This design comes from an exercise in tuning for small area and a short achievable clock period on the open sky130 flow, not from production work. The RTL was checked by simulation tests, not by an equivalence proof against the original design. Power is estimated from default activity; no workload was simulated.

==> try-yarrow: inputs <==
## dataPath
module dataPath (
	input logic clock,
	input logic rstN,
	input logic [4:0] destAddr,
	input logic [4:0] srcAddrA,
	input logic [4:0] srcAddrB,
	input logic writeEn,
	input logic useConstant,
	input logic [31:0] constantIn,
	input logic [3:0] funcSel,
	input logic loadExternal,
	input logic [31:0] dataIn,
	output logic [31:0] addressOut,
	output logic [31:0] dataOut,
	output logic [31:0] result,
	output logic [3:0] status  
);
==> module rfReadBitA, before the edit <==
module rfReadBitA (
	input logic [30:0] sel,
	input logic [30:0] d,
	output logic y
);
	logic [10:0] partN;
	for (genvar g = 0; g < 10; g++) begin : genAoi
		rfReadAoi3 aoi (.sel(sel[3*g +: 3]), .d(d[3*g +: 3]), .yN(partN[g]));
	end
	rfReadAoi1 aoiLast (.sel(sel[30]), .d(d[30]), .yN(partN[10]));
	assign y = !(&partN);
endmodule
==> module rfReadBitB, before the edit <==
module rfReadBitB (
	input logic [31:0] sel,
	input logic [31:0] d,
	output logic y
);
	logic [10:0] partN;
	for (genvar g = 0; g < 10; g++) begin : genAoi
		rfReadAoi3 aoi (.sel(sel[3*g +: 3]), .d(d[3*g +: 3]), .yN(partN[g]));
	end
	rfReadAoi2 aoiLast (.sel(sel[31:30]), .d(d[31:30]), .yN(partN[10]));
	assign y = !(&partN);
endmodule
clock: 11.5 ns
lec_check: 0
cap_margin: 20
core_margin: 2
core_utilization: 45
cts_buf_list: sky130_fd_sc_hd__clkbuf_8
place_density: 0.52
setup_slack_margin: 2.5
slew_margin: 20
synth_hierarchical: 1
run.sh (not shown) runs the stock make flow with config.mk's settings and CLKGATE_MAP_FILE= SYNTH_SCRIPT=/design/flow/synth_recipe.tcl, a recipe that flattens the netlist after the stock synthesis.
==> try-cedar: changes against try-yarrow <==
--- a/flow/design.v
+++ b/flow/design.v
@@ -56,4 +56,16 @@
 	assign yN = !(sel & d);
 endmodule
+module rfReadAnd4 (
+	input logic [3:0] partN,
+	output logic allN
+);
+	assign allN = &partN;
+endmodule
+module rfReadAnd3 (
+	input logic [2:0] partN,
+	output logic allN
+);
+	assign allN = &partN;
+endmodule
 module rfReadBitA (
 	input logic [30:0] sel,
@@ -62,9 +74,13 @@
 );
 	logic [10:0] partN;
+	logic [2:0] groupN;
 	for (genvar g = 0; g < 10; g++) begin : genAoi
 		rfReadAoi3 aoi (.sel(sel[3*g +: 3]), .d(d[3*g +: 3]), .yN(partN[g]));
 	end
 	rfReadAoi1 aoiLast (.sel(sel[30]), .d(d[30]), .yN(partN[10]));
-	assign y = !(&partN);
+	rfReadAnd4 and0 (.partN(partN[3:0]), .allN(groupN[0]));
+	rfReadAnd4 and1 (.partN(partN[7:4]), .allN(groupN[1]));
+	rfReadAnd3 and2 (.partN(partN[10:8]), .allN(groupN[2]));
+	assign y = !(&groupN);
 endmodule
 module rfReadBitB (
@@ -74,9 +90,13 @@
 );
 	logic [10:0] partN;
+	logic [2:0] groupN;
 	for (genvar g = 0; g < 10; g++) begin : genAoi
 		rfReadAoi3 aoi (.sel(sel[3*g +: 3]), .d(d[3*g +: 3]), .yN(partN[g]));
 	end
 	rfReadAoi2 aoiLast (.sel(sel[31:30]), .d(d[31:30]), .yN(partN[10]));
-	assign y = !(&partN);
+	rfReadAnd4 and0 (.partN(partN[3:0]), .allN(groupN[0]));
+	rfReadAnd4 and1 (.partN(partN[7:4]), .allN(groupN[1]));
+	rfReadAnd3 and2 (.partN(partN[10:8]), .allN(groupN[2]));
+	assign y = !(&groupN);
 endmodule
 module registerFile (
==> flow/flow/run.sh (new file) <==
#!/bin/bash
# Layout flow: the standard synthesis unchanged, then the standard ORFS
# steps with three changes: ports are buffered with a plain buffer cell,
# timing repair may resize cells across footprints, and timing-driven global
# placement weights critical nets more heavily. Each step's output goes
# to its own log file here; ORFS also keeps per-stage logs under orfs/logs.
set -euo pipefail
cd "$(dirname "$0")/.."

bash standard.sh synth > synth.log 2>&1

# the same make call as standard.sh, with the extra variables appended
sed 's|"\${@:-finish}"|MATCH_CELL_FOOTPRINT=0 "${@:-finish}"|' standard.sh > layout.sh
grep -q 'MATCH_CELL_FOOTPRINT=0' layout.sh

export BUFFER_PORTS_ARGS="-buffer_cell sky130_fd_sc_hd__buf_2"
export GLOBAL_PLACEMENT_ARGS="-timing_driven_net_weight_max 20 -timing_driven_nets_percentage 60"
bash layout.sh > layout.log 2>&1

test -s out/final.def
==> flow/standard.sh (new file) <==
#!/bin/bash
# synth_recipe.tcl (not shown) runs the flow's synth.tcl, then flattens the netlist and writes it again
# the make line also repeats each setting of config.mk as NAME=value (left out here)
make -C /OpenROAD-flow-scripts/flow DESIGN_CONFIG=/design/flow/config.mk WORK_HOME=/design/flow/orfs CLKGATE_MAP_FILE= SYNTH_SCRIPT=/design/flow/synth_recipe.tcl "${@:-finish}"
Settings changed: CTS_CLUSTER_DIAMETER from default to 50, CTS_CLUSTER_SIZE from default to 12.
removed: flow/run.sh
==> try-willow: changes against try-yarrow <==
--- a/flow/design.v
+++ b/flow/design.v
@@ -56,4 +56,16 @@
 	assign yN = !(sel & d);
 endmodule
+module rfReadAnd4 (
+	input logic [3:0] partN,
+	output logic allN
+);
+	assign allN = &partN;
+endmodule
+module rfReadAnd3 (
+	input logic [2:0] partN,
+	output logic allN
+);
+	assign allN = &partN;
+endmodule
 module rfReadBitA (
 	input logic [30:0] sel,
@@ -62,9 +74,13 @@
 );
 	logic [10:0] partN;
+	logic [2:0] groupN;
 	for (genvar g = 0; g < 10; g++) begin : genAoi
 		rfReadAoi3 aoi (.sel(sel[3*g +: 3]), .d(d[3*g +: 3]), .yN(partN[g]));
 	end
 	rfReadAoi1 aoiLast (.sel(sel[30]), .d(d[30]), .yN(partN[10]));
-	assign y = !(&partN);
+	rfReadAnd4 and0 (.partN(partN[3:0]), .allN(groupN[0]));
+	rfReadAnd4 and1 (.partN(partN[7:4]), .allN(groupN[1]));
+	rfReadAnd3 and2 (.partN(partN[10:8]), .allN(groupN[2]));
+	assign y = !(&groupN);
 endmodule
 module rfReadBitB (
@@ -74,9 +90,13 @@
 );
 	logic [10:0] partN;
+	logic [2:0] groupN;
 	for (genvar g = 0; g < 10; g++) begin : genAoi
 		rfReadAoi3 aoi (.sel(sel[3*g +: 3]), .d(d[3*g +: 3]), .yN(partN[g]));
 	end
 	rfReadAoi2 aoiLast (.sel(sel[31:30]), .d(d[31:30]), .yN(partN[10]));
-	assign y = !(&partN);
+	rfReadAnd4 and0 (.partN(partN[3:0]), .allN(groupN[0]));
+	rfReadAnd4 and1 (.partN(partN[7:4]), .allN(groupN[1]));
+	rfReadAnd3 and2 (.partN(partN[10:8]), .allN(groupN[2]));
+	assign y = !(&groupN);
 endmodule
 module registerFile (
==> flow/flow/run.sh (new file) <==
#!/bin/bash
# Layout flow: the standard synthesis unchanged, then the standard ORFS
# steps with two changes: ports are buffered with a plain buffer cell, and
# timing repair may resize cells across footprints. Each step's output goes
# to its own log file here; ORFS also keeps per-stage logs under orfs/logs.
set -euo pipefail
cd "$(dirname "$0")/.."

bash standard.sh synth > synth.log 2>&1

# the same make call as standard.sh, with the extra variables appended
sed 's|"\${@:-finish}"|MATCH_CELL_FOOTPRINT=0 "${@:-finish}"|' standard.sh > layout.sh
grep -q 'MATCH_CELL_FOOTPRINT=0' layout.sh

export BUFFER_PORTS_ARGS="-buffer_cell sky130_fd_sc_hd__buf_2"
bash layout.sh > layout.log 2>&1

test -s out/final.def
==> flow/standard.sh (new file) <==
#!/bin/bash
# synth_recipe.tcl (not shown) runs the flow's synth.tcl, then flattens the netlist and writes it again
# the make line also repeats each setting of config.mk as NAME=value (left out here)
make -C /OpenROAD-flow-scripts/flow DESIGN_CONFIG=/design/flow/config.mk WORK_HOME=/design/flow/orfs CLKGATE_MAP_FILE= SYNTH_SCRIPT=/design/flow/synth_recipe.tcl "${@:-finish}"
Settings changed: CTS_CLUSTER_DIAMETER from default to 50, CTS_CLUSTER_SIZE from default to 12.
removed: flow/run.sh
==> try-zinc: changes against try-yarrow <==
--- a/flow/design.v
+++ b/flow/design.v
@@ -56,4 +56,16 @@
 	assign yN = !(sel & d);
 endmodule
+module rfReadAnd4 (
+	input logic [3:0] partN,
+	output logic allN
+);
+	assign allN = &partN;
+endmodule
+module rfReadAnd3 (
+	input logic [2:0] partN,
+	output logic allN
+);
+	assign allN = &partN;
+endmodule
 module rfReadBitA (
 	input logic [30:0] sel,
@@ -62,9 +74,13 @@
 );
 	logic [10:0] partN;
+	logic [2:0] groupN;
 	for (genvar g = 0; g < 10; g++) begin : genAoi
 		rfReadAoi3 aoi (.sel(sel[3*g +: 3]), .d(d[3*g +: 3]), .yN(partN[g]));
 	end
 	rfReadAoi1 aoiLast (.sel(sel[30]), .d(d[30]), .yN(partN[10]));
-	assign y = !(&partN);
+	rfReadAnd4 and0 (.partN(partN[3:0]), .allN(groupN[0]));
+	rfReadAnd4 and1 (.partN(partN[7:4]), .allN(groupN[1]));
+	rfReadAnd3 and2 (.partN(partN[10:8]), .allN(groupN[2]));
+	assign y = !(&groupN);
 endmodule
 module rfReadBitB (
@@ -74,9 +90,13 @@
 );
 	logic [10:0] partN;
+	logic [2:0] groupN;
 	for (genvar g = 0; g < 10; g++) begin : genAoi
 		rfReadAoi3 aoi (.sel(sel[3*g +: 3]), .d(d[3*g +: 3]), .yN(partN[g]));
 	end
 	rfReadAoi2 aoiLast (.sel(sel[31:30]), .d(d[31:30]), .yN(partN[10]));
-	assign y = !(&partN);
+	rfReadAnd4 and0 (.partN(partN[3:0]), .allN(groupN[0]));
+	rfReadAnd4 and1 (.partN(partN[7:4]), .allN(groupN[1]));
+	rfReadAnd3 and2 (.partN(partN[10:8]), .allN(groupN[2]));
+	assign y = !(&groupN);
 endmodule
 module registerFile (
==> flow/flow/run.sh (new file) <==
#!/bin/bash
# Layout flow: the standard synthesis unchanged, then the standard ORFS
# steps with two changes: ports are buffered with a plain buffer cell, and
# timing repair may resize cells across footprints. Each step's output goes
# to its own log file here; ORFS also keeps per-stage logs under orfs/logs.
set -euo pipefail
cd "$(dirname "$0")/.."

bash standard.sh synth > synth.log 2>&1

# the same make call as standard.sh, with the extra variables appended
sed 's|"\${@:-finish}"|MATCH_CELL_FOOTPRINT=0 "${@:-finish}"|' standard.sh > layout.sh
grep -q 'MATCH_CELL_FOOTPRINT=0' layout.sh

export BUFFER_PORTS_ARGS="-buffer_cell sky130_fd_sc_hd__buf_2"
bash layout.sh > layout.log 2>&1

test -s out/final.def
==> flow/standard.sh (new file) <==
#!/bin/bash
# synth_recipe.tcl (not shown) runs the flow's synth.tcl, then flattens the netlist and writes it again
# the make line also repeats each setting of config.mk as NAME=value (left out here)
make -C /OpenROAD-flow-scripts/flow DESIGN_CONFIG=/design/flow/config.mk WORK_HOME=/design/flow/orfs CLKGATE_MAP_FILE= SYNTH_SCRIPT=/design/flow/synth_recipe.tcl "${@:-finish}"
Settings changed: CTS_CLUSTER_DIAMETER from default to 50, CTS_CLUSTER_SIZE from default to 12, SETUP_SLACK_MARGIN 2.5 to 3.0.
removed: flow/run.sh
==> notes <==
try-zinc finished clean. try-cedar aborted during global routing (5_1_grt), error GRT-0116. try-willow completed with no timing, DRC or antenna violations. try-yarrow produced a clean layout. In try-willow the routed wire length is lower than in try-zinc, by 3.3%. In try-willow the fmax is smaller than in try-zinc, by about 5%. Flip-flop and latch count is the same in try-yarrow and try-zinc. Combinational power, highest first: try-yarrow, try-zinc, try-willow. Power, lowest first: try-willow, try-zinc, try-yarrow. Of try-yarrow and try-zinc, try-yarrow has the higher core utilization (gap 1.8 points).

## re-timing with driven ports
How much do the figures lean on ideal ports? The routed layouts below were timed once more, with nothing changed but the port constraints.
Step 1 sets driving cells, clkbuf_16 on the clock port and buf_2 on the other inputs (assumed; they add their load-dependent delay and slew).
Step 2 also shifts input and output timing later by t, the mid clock arrival at the registers, as if the neighbouring blocks saw the same clock.
Three values: ideal ports, drivers, drivers and shift; two values: the first two.
| run | shift t [ns] | slack for setup (ns) | worst hold slack (ns) | worst register clock-pin slew, ns |
|---|---|---|---|---|
| try-yarrow | 0.966 | 2.177 / 2.084 / 2.084 | 0.490 / 0.490 / 0.490 | 0.07 / 0.07 |
| try-willow | 0.921 | 2.422 / 2.247 / 2.247 | 0.501 / 0.501 / 0.501 | 0.09 / 0.09 |
| try-zinc | 0.915 | 2.892 / 2.620 / 2.620 | 0.500 / 0.500 / 0.500 | 0.09 / 0.09 |
After both steps every run listed still meets setup and hold. For try-zinc, which loses most, drivers alone change the setup slack by -0.272 ns; drivers and shift together by -0.272 ns.
